Background: an optimization exercise with open tools, aiming at small area and a short achievable clock period. Do not read the settings as production practice.
At most, simulation tests tie the RTL to the original design; equivalence was not proved.
Power figures rest on the tool's default switching activity, not on a simulated workload.

// fft_top
module fft_top (
	input wire clk,
	input wire rst_n,
	input wire stb,
	input wire sop_in,
	input wire [15:0] x_re,
	input wire [15:0] x_im,
	output wire valid_out,
	output wire sop_out,
	output wire [15:0] y_re,
	output wire [15:0] y_im
);
Size in the first run: ~900 flip-flops.
==> flow/config.mk <==
export PLATFORM = sky130hd
export DESIGN_NAME = fft_top
export DESIGN_NICKNAME = fft_top
export VERILOG_FILES = /design/flow/design.v
export SDC_FILE = /design/flow/constraint.sdc
export NUM_CORES = 4
export LEC_CHECK = 0
export CAP_MARGIN = 20
export CORE_MARGIN = 2
export CORE_UTILIZATION = 40
export CTS_BUF_LIST = sky130_fd_sc_hd__clkbuf_8
export CTS_CLUSTER_SIZE = 30
export SETUP_SLACK_MARGIN = 5
export SLEW_MARGIN = 20
==> flow/constraint.sdc <==
create_clock -name core_clock -period 8.0 [get_ports {clk}]
set_input_delay 1.6000 -clock core_clock [delete_from_list [all_inputs] [get_ports {clk}]]
set_output_delay 1.6000 -clock core_clock [all_outputs]
set_load 0.01 [all_outputs]
run.sh (not shown) runs the stock make flow with config.mk's settings and CLKGATE_MAP_FILE= SYNTH_SCRIPT=/design/flow/synth_recipe.tcl, a recipe that flattens the netlist after the stock synthesis.
==> next run, changes <==
CORE_UTILIZATION = 60   (was 40)
CTS_BUF_LIST = default   (was sky130_fd_sc_hd__clkbuf_8)
CTS_CLUSTER_SIZE = default   (was 30)
What happened: Critical path depth came out higher by 11; sequential power stays flat; count of clock-buffer cells in the layout came out lower by 59; cell area came out lower by 0.99%; utilization came out higher by 23 points.
==> next run, changes <==
CORE_UTILIZATION = 40   (was 60)
CTS_BUF_LIST = sky130_fd_sc_hd__clkbuf_4   (was default)
CTS_CLUSTER_SIZE = 20   (was default)
After rerunning:
- setup slack gets worse by 0.25 ns
- area after synthesis is unchanged
- first-iteration DRC count is lower by 3.2%
- cell count is higher by 16%
- via count is higher by 1.1%
- worst hold slack gets worse by 0.0055 ns
- sequential share of layout area is lower by 0.43 points
- sequential cell count is unchanged
==> next run, changes <==
CTS_BUF_LIST = default   (was sky130_fd_sc_hd__clkbuf_4)
CTS_CLUSTER_SIZE = default   (was 20)
After rerunning:
- routed wire length came out lower by 1.6%
- final area came out higher by 0.76%
- sequential share of layout area came out lower by 0.41 points
- critical path depth came out higher by 11
- power came out higher by 4.5%
- combinational power came out lower by about 1%
- clock power came out higher by 21%
- area after synthesis is unchanged
- die area does not change
- core utilization came out higher by 0.35 points
- worst setup slack improves by 0.29 ns
No run of this note included a check of the RTL's function; only the layout flow was run.

---

The RTL this note starts from:
==> flow/design.v <==
`default_nettype none
package fft_types_pkg;
	localparam int SAMPLE_W = 16;
	typedef logic signed [SAMPLE_W-1:0] sample_t;
	localparam int ACC_W = 32;
	typedef logic signed [ACC_W-1:0] acc_t;
	localparam int MAX_LOG2_POINTS = 4;
	localparam int MIN_LOG2_POINTS = 2;
	localparam logic CAP_IDLE = 1'b0;
	localparam logic CAP_COLLECT = 1'b1;
endpackage
`default_nettype wire
`default_nettype none
package fft_twiddle_pkg;
	localparam int FRAC_BITS = 13;
	localparam int TWIDDLE_COUNT = 8;
	localparam logic [16*TWIDDLE_COUNT-1:0] TWIDDLE_RE = {
		16'hE270,
		16'hE95F,
		16'hF3C1,
		16'h0000,
		16'h0C3F,
		16'h16A1,
		16'h1D90,
		16'h2000
	};
	localparam logic [16*TWIDDLE_COUNT-1:0] TWIDDLE_IM = {
		16'hF3C1,
		16'hE95F,
		16'hE270,
		16'hE000,
		16'hE270,
		16'hE95F,
		16'hF3C1,
		16'h0000
	};
endpackage
`default_nettype wire
`default_nettype none
module fft_top (
	input wire clk,
	input wire rst_n,
	input wire stb,
	input wire sop_in,
	input wire [15:0] x_re,
	input wire [15:0] x_im,
	output wire valid_out,
	output wire sop_out,
	output wire [15:0] y_re,
	output wire [15:0] y_im
);
	reg coll;
	reg [2:0] m;
	reg xv;
	reg [2:0] xm;
	reg [12:1] ph;
	reg vo, so;
	wire [2:0] idx = coll ? m : 3'd0;
	wire acc = stb & (coll | sop_in);
	wire ph0 = xv & (xm == 3'd7);
	always @(posedge clk or negedge rst_n) begin
		if (!rst_n) begin
			coll <= 1'b0;
			m <= 3'd0;
			xv <= 1'b0;
			xm <= 3'd0;
			ph <= 12'd0;
			vo <= 1'b0;
			so <= 1'b0;
		end else begin
			xv <= acc;
			xm <= idx;
			if (acc) begin
				coll <= (idx != 3'd7);
				m <= idx + 3'd1;
			end
			ph <= {ph[11:1], ph0};
			vo <= |ph[12:5];
			so <= ph[5];
		end
	end
	reg [7:1] pc;
	reg p0c, lsc, x2c, hec;
	always @(posedge clk) begin
		pc <= {ph[6:1], ph0};
		p0c <= acc & (idx == 3'd7);
		lsc <= acc | ph0;
		x2c <= idx[2];
		hec <= acc & idx[2] & ~(idx[1] & idx[0]);
	end
	assign valid_out = vo;
	assign sop_out = so;
	reg [15:0] xr, xi;
	always @(posedge clk) begin
		xr <= x_re;
		xi <= x_im;
	end
	reg [63:0] lo_r, lo_i;
	reg [47:0] hi_r, hi_i;
	reg [15:0] p1r, p1i, f1r, f1i;
	reg w2;
	wire lo_sh = lsc;
	wire bq = p0c | pc[1] | pc[2] | pc[3];
	wire sp_h1 = p0c;
	wire sp_h2 = pc[3];
	wire sp_l2 = lo_sh & ~bq;
	wire sp_l3 = ~(sp_h1 | sp_h2 | sp_l2);
	wire sf_b = p0c;
	wire sf_l = pc[1] | pc[2];
	wire sf_h = pc[3];
	wire sf_x = ~bq;
	always @(posedge clk) begin
		p1r <= ({16{sp_h1}} & hi_r[16 +: 16]) | ({16{sp_h2}} & hi_r[32 +: 16]) |
			({16{sp_l2}} & lo_r[32 +: 16]) | ({16{sp_l3}} & lo_r[48 +: 16]);
		p1i <= ({16{sp_h1}} & hi_i[16 +: 16]) | ({16{sp_h2}} & hi_i[32 +: 16]) |
			({16{sp_l2}} & lo_i[32 +: 16]) | ({16{sp_l3}} & lo_i[48 +: 16]);
		f1r <= ({16{sf_b}} & b1i) | ({16{sf_l}} & lo_r[16 +: 16]) |
			({16{sf_h}} & hi_i[0 +: 16]) | ({16{sf_x}} & x_re);
		f1i <= ({16{sf_b}} & ~b1r) | ({16{sf_l}} & lo_i[16 +: 16]) |
			({16{sf_h}} & ~hi_r[0 +: 16]) | ({16{sf_x}} & x_im);
		w2 <= ph0 | ph[3];
	end
	wire [16:0] sr = {p1r[15], p1r} + {f1r[15], f1r};
	wire [16:0] dr = {p1r[15], p1r} + ~{f1r[15], f1r} + 17'd1;
	wire [16:0] si = {p1i[15], p1i} + {f1i[15], f1i} + {16'd0, w2};
	wire [16:0] di = {p1i[15], p1i} + ~{f1i[15], f1i} + {16'd0, ~w2};
	wire [15:0] a1r = {sr[16], sr[14:0]};
	wire [15:0] b1r = {dr[16], dr[14:0]};
	wire [15:0] a1i = {si[16], si[14:0]};
	wire [15:0] b1i = {di[16], di[14:0]};
	always @(posedge clk) begin
		if (lo_sh) begin
			lo_r <= {lo_r[47:0], x2c ? a1r : xr};
			lo_i <= {lo_i[47:0], x2c ? a1i : xi};
		end
	end
	always @(posedge clk) begin
		if (hec) begin
			hi_r <= {hi_r[31:0], b1r};
			hi_i <= {hi_i[31:0], b1i};
		end
	end
	reg [31:0] al_r, al_i;
	reg [63:0] bl_r, bl_i;
	always @(posedge clk) begin
		al_r <= {al_r[15:0], a1r};
		al_i <= {al_i[15:0], a1i};
	end
	wire t2 = pc[2];
	wire t3 = pc[3];
	wire t4 = pc[4];
	wire t5 = pc[5];
	wire [15:0] tqr = ({16{t2}} & al_r[0 +: 16]) | ({16{t3}} & ~al_r[16 +: 16]) |
		({16{t4}} & bl_r[32 +: 16]) | ({16{t5}} & ~bl_r[48 +: 16]);
	wire [15:0] tqi = ({16{t2}} & al_i[0 +: 16]) | ({16{t3}} & al_i[16 +: 16]) |
		({16{t4}} & bl_i[32 +: 16]) | ({16{t5}} & bl_i[48 +: 16]);
	reg [16:0] tx;
	always @(posedge clk) begin
		tx <= {tqi[15], tqi} + {tqr[15], tqr} + {16'd0, t3 | t5};
	end
	wire [20:0] ex = {{4{tx[16]}}, tx};
	wire [24:0] ey = {{8{tx[16]}}, tx};
	reg [20:0] m11;
	reg [24:0] m161;
	reg mn;
	always @(posedge clk) begin
		m11 <= (ex << 3) + (ex << 1) + ex;
		m161 <= (ey << 7) + (ey << 5) + ey;
		mn <= |tx[12:0];
	end
	wire [29:0] mp = {m11[20], m11, 9'd0} + {{5{m161[24]}}, m161};
	wire [16:0] fx = mp[29:13];
	reg [16:0] hf;
	reg hn;
	always @(posedge clk) begin
		hf <= fx;
		hn <= mn;
	end
	reg [15:0] p2r, p2i;
	reg [16:0] f2r, f2i;
	reg crb, cia, cib;
	reg cc;
	wire c4 = pc[4];
	wire c5 = pc[5];
	wire c6 = pc[6];
	wire c7 = pc[7];
	always @(posedge clk) begin
		p2r <= ({16{c4}} & al_r[16 +: 16]) | ({16{c5}} & al_r[0 +: 16]) |
			({16{c6}} & bl_r[48 +: 16]) | ({16{c7}} & bl_r[32 +: 16]);
		p2i <= ({16{c4}} & al_i[16 +: 16]) | ({16{c5}} & al_i[0 +: 16]) |
			({16{c6}} & bl_i[48 +: 16]) | ({16{c7}} & bl_i[32 +: 16]);
		f2r <= ({17{c4}} & {al_r[15], al_r[0 +: 16]}) | ({17{c5}} & hf) |
			({17{c6}} & {bl_i[47], bl_i[32 +: 16]}) | ({17{c7}} & fx);
		f2i <= ({17{c4}} & {al_i[15], al_i[0 +: 16]}) | ({17{c5}} & fx) |
			({17{c6}} & ~{bl_r[47], bl_r[32 +: 16]}) | ({17{c7}} & ~hf);
		crb <= c4 | c6 | (c5 & ~hn) | (c7 & ~mn);
		cia <= c6 | (c7 & ~hn);
		cib <= c4 | (c5 & ~mn);
		cc <= pc[4] | pc[5] | pc[6] | pc[7];
	end
	wire [17:0] e2r = {{2{p2r[15]}}, p2r};
	wire [17:0] e2i = {{2{p2i[15]}}, p2i};
	wire [17:0] g2r = {f2r[16], f2r};
	wire [17:0] g2i = {f2i[16], f2i};
	wire [17:0] ar = e2r + g2r;
	wire [17:0] br = e2r + ~g2r + {17'd0, crb};
	wire [17:0] ai = e2i + g2i + {17'd0, cia};
	wire [17:0] bi = e2i + ~g2i + {17'd0, cib};
	always @(posedge clk) begin
		bl_r <= {bl_r[47:0], cc ? {br[17], br[14:0]} : b1r};
		bl_i <= {bl_i[47:0], cc ? {bi[17], bi[14:0]} : b1i};
	end
	reg [15:0] yr, yi;
	always @(posedge clk) begin
		yr <= cc ? {ar[17], ar[14:0]} : bl_r[48 +: 16];
		yi <= cc ? {ai[17], ai[14:0]} : bl_i[48 +: 16];
	end
	assign y_re = yr;
	assign y_im = yi;
endmodule
`default_nettype wire
==> flow/config.mk <==
export PLATFORM = sky130hd
export DESIGN_NAME = fft_top
export DESIGN_NICKNAME = fft_top
export VERILOG_FILES = /design/flow/design.v
export SDC_FILE = /design/flow/constraint.sdc
export NUM_CORES = 4
export LEC_CHECK = 0
export CAP_MARGIN = 20
export CORE_MARGIN = 2
export CORE_UTILIZATION = 40
export CTS_CLUSTER_DIAMETER = 110
export CTS_CLUSTER_SIZE = 30
export SETUP_SLACK_MARGIN = 5
export SLEW_MARGIN = 20
==> flow/constraint.sdc <==
create_clock -name core_clock -period 8.0 [get_ports {clk}]
set_input_delay 1.6000 -clock core_clock [delete_from_list [all_inputs] [get_ports {clk}]]
set_output_delay 1.6000 -clock core_clock [all_outputs]
set_load 0.01 [all_outputs]
Rerun with:
- CTS_CLUSTER_DIAMETER: 110 -> 100
- CTS_CLUSTER_SIZE: 30 -> 26
Effect:
- global-route usage increases by 0.12 points
- synthesized area does not change
- utilization increases by 0.27 points
- cell count increases slightly
- routed wire length increases slightly
- clock-buffer cell count increases by 9
- critical path depth is unchanged
- worst setup slack improves by 0.062 ns

---

run 1:
fft_top, a different RTL version from the one above (not shown whole).
For scale: about 870 flip-flops, about 70 I/O pins, about 33,000 µm² of cells after synthesis.
## fft_top
module fft_top (
	input wire clk,
	input wire rst_n,
	input wire stb,
	input wire sop_in,
	input wire [15:0] x_re,
	input wire [15:0] x_im,
	output wire valid_out,
	output wire sop_out,
	output wire [15:0] y_re,
	output wire [15:0] y_im
);
make LEC_CHECK=0 CAP_MARGIN=20 CORE_MARGIN=2 CORE_UTILIZATION=40 CTS_CLUSTER_DIAMETER=90 CTS_CLUSTER_SIZE=22 SETUP_SLACK_MARGIN=5 SLEW_MARGIN=20 finish   # period 8.0 ns
Run 1: done, clean on timing, DRC and antenna
For run 4, these inputs were changed with respect to run 1:
# run 1
export LEC_CHECK = 0
export CAP_MARGIN = 20
export CORE_MARGIN = 2
export CORE_UTILIZATION = 40
export CTS_CLUSTER_DIAMETER = 90
export CTS_CLUSTER_SIZE = 22
export SETUP_SLACK_MARGIN = 5
export SLEW_MARGIN = 20
create_clock -name core_clock -period 8.0 [get_ports {clk}]
# run 4
export LEC_CHECK = 0
export CAP_MARGIN = 20
export CORE_MARGIN = 2
export CORE_UTILIZATION = 40
export CTS_CLUSTER_DIAMETER = 100
export CTS_CLUSTER_SIZE = 26
export SETUP_SLACK_MARGIN = 5
export SLEW_MARGIN = 20
create_clock -name core_clock -period 8.0 [get_ports {clk}]
| H-tree depth | run 4 vs run 1 | ≈ equal |
Sequential share of power in run 4 is 0.9 points above run 1.
Between run 4 and run 1, the sequential cell power figures differ only marginally.
Function was not checked in any run of this note: the RTL went through the layout flow alone.

---

== pepper ==
Another version of the RTL of fft_top (not shown whole).
Size in the first run: about 2,800 cells after synthesis, ~720 flip-flops, ~70 I/O pins, roughly 0.031 mm2 of cells after synthesis.
Settings: LEC_CHECK=0, CAP_MARGIN=20, CORE_MARGIN=2, CORE_UTILIZATION=50, CTS_CLUSTER_DIAMETER=100, CTS_CLUSTER_SIZE=24, SETUP_SLACK_MARGIN=5, SLEW_MARGIN=20; clock period 8.0 ns.
For willow, these inputs were changed with respect to pepper:
- an added PLACE_DENSITY of 0.75
- a change of CORE_UTILIZATION from 50 to 40
- a change of CTS_CLUSTER_SIZE from 24 to 26
[summary]
Power ended up 0.72% lower on willow than on pepper. Diff pepper -> willow: wire length fell by 3800 um, number of cells after detailed placement rose by 246, critical path data arrival time rose by 30 ps, layout buffer count excluding clock buffers fell by about 2.5%. As far as weighted congestion reported at the end of routability-driven placement is concerned, willow and pepper perform about the same. Delta(via count, willow - pepper) < 0. The worst hold slack was comparable across willow and pepper. In the flow results for willow and pepper, the die span in x is larger on willow. Per the comparison of willow with pepper, total number of tap cells has increased; worst setup slack fell by 4.7 ps.
[inputs] cedar vs willow
- removing PLACE_DENSITY (formerly 0.75)
==> flow/flow/run.sh (new file) <==
#!/bin/bash
set -euo pipefail
bash standard.sh SETUP_SLACK_MARGIN=5.12 finish > standard.log 2>&1
==> flow/standard.sh (new file) <==
#!/bin/bash
# synth_recipe.tcl (not shown) runs the flow's synth.tcl, then flattens the netlist and writes it again
# the make line also repeats each setting of config.mk as NAME=value (left out here)
make -C /OpenROAD-flow-scripts/flow DESIGN_CONFIG=/design/flow/config.mk WORK_HOME=/design/flow/orfs CLKGATE_MAP_FILE= SYNTH_SCRIPT=/design/flow/synth_recipe.tcl "${@:-finish}"
removed: flow/run.sh
## What came out
- Relative to willow, power drawn by the sequential cells increased by about 0.8% in cedar.
- Overall power consumption: cedar vs willow up 2.5%
- Looking only at buffer and inverter count on the worst path, and setting everything else aside, the higher value of cedar and willow goes to willow.
- In the reports for cedar and willow, the smaller count of clock-buffer cells in the layout belongs to cedar.
- cedar against willow: routed length on met1 higher; wire length reported by the detailed router higher; switching share of power higher.
> inputs changed (cedar -> yarrow)
- CORE_UTILIZATION: 40 -> 55
==> flow/run.sh (new file) <==
#!/bin/bash
# synth_recipe.tcl (not shown) runs the flow's synth.tcl, then flattens the netlist and writes it again
# the make line also repeats each setting of config.mk as NAME=value (left out here)
make -C /OpenROAD-flow-scripts/flow DESIGN_CONFIG=/design/flow/config.mk WORK_HOME=/design/flow/orfs CLKGATE_MAP_FILE= SYNTH_SCRIPT=/design/flow/synth_recipe.tcl finish
removed: flow/flow/run.sh
removed: flow/standard.sh
==> comparison <==
- Cell area after layout | yarrow below cedar
- The higher first-iteration DRC count came out of cedar.
- Per the comparison of yarrow with cedar, period utilization about even, sum of internal, switching and leakage power went down by about 1.5%, cell count down 288, worst slack at placement decreased by 560 ps relative to the old numbers, critical path depth now sits lower.
- Comparing yarrow and cedar, the lower total of fill cells in the finished design is on yarrow.

port drivers added, routing unchanged:
No port has a modelled driver above. Below, the same layouts with a new extraction and two added sets of constraints.
Step 1 (the two cells are an assumption about what drives the block):
set clk [get_ports {clk}]
set_driving_cell -lib_cell sky130_fd_sc_hd__clkbuf_16 $clk
set_driving_cell -lib_cell sky130_fd_sc_hd__buf_2 [delete_from_list [all_inputs] $clk]
Step 2 also shifts input and output timing later by t, the mid clock arrival at the registers, as if the neighbouring blocks saw the same clock.
Three values: no drivers, after step 1, after step 2; two values: the first two.
run	t (ns)	setup slack, ns	hold slack, ns
the first run of note 1	0.852	4.971 / 4.909 / 5.000	0.296 / 0.296 / 0.296
the second run of note 1	0.699	4.974 / 4.974 / 4.974	0.317 / 0.317 / 0.317
the third run of note 1	1.100	4.723 / 4.661 / 5.010	0.312 / 0.312 / 0.312
the fourth run of note 1	0.722	5.014 / 5.002 / 5.014	0.311 / 0.311 / 0.311
the first run of note 2	0.723	4.830 / 4.830 / 4.830	0.312 / 0.312 / 0.312
the second run of note 2	0.646	4.892 / 4.892 / 4.892	0.326 / 0.326 / 0.326
run 1	0.671	4.995 / 4.995 / 4.995	0.326 / 0.326 / 0.326
run 4	0.659	4.979 / 4.979 / 4.979	0.327 / 0.327 / 0.327
pepper	0.648	5.003 / 5.003 / 4.925	0.321 / 0.321 / 0.321
willow	0.648	4.998 / 4.998 / 4.956	0.321 / 0.321 / 0.321
cedar	0.643	5.049 / 5.049 / 4.974	0.321 / 0.321 / 0.321
yarrow	0.638	5.049 / 5.049 / 4.878	0.313 / 0.313 / 0.313
After both steps every run listed still meets setup and hold. The setup slack of yarrow, which loses most, moves by 0.000 ns with the drivers and by -0.171 ns with both steps.
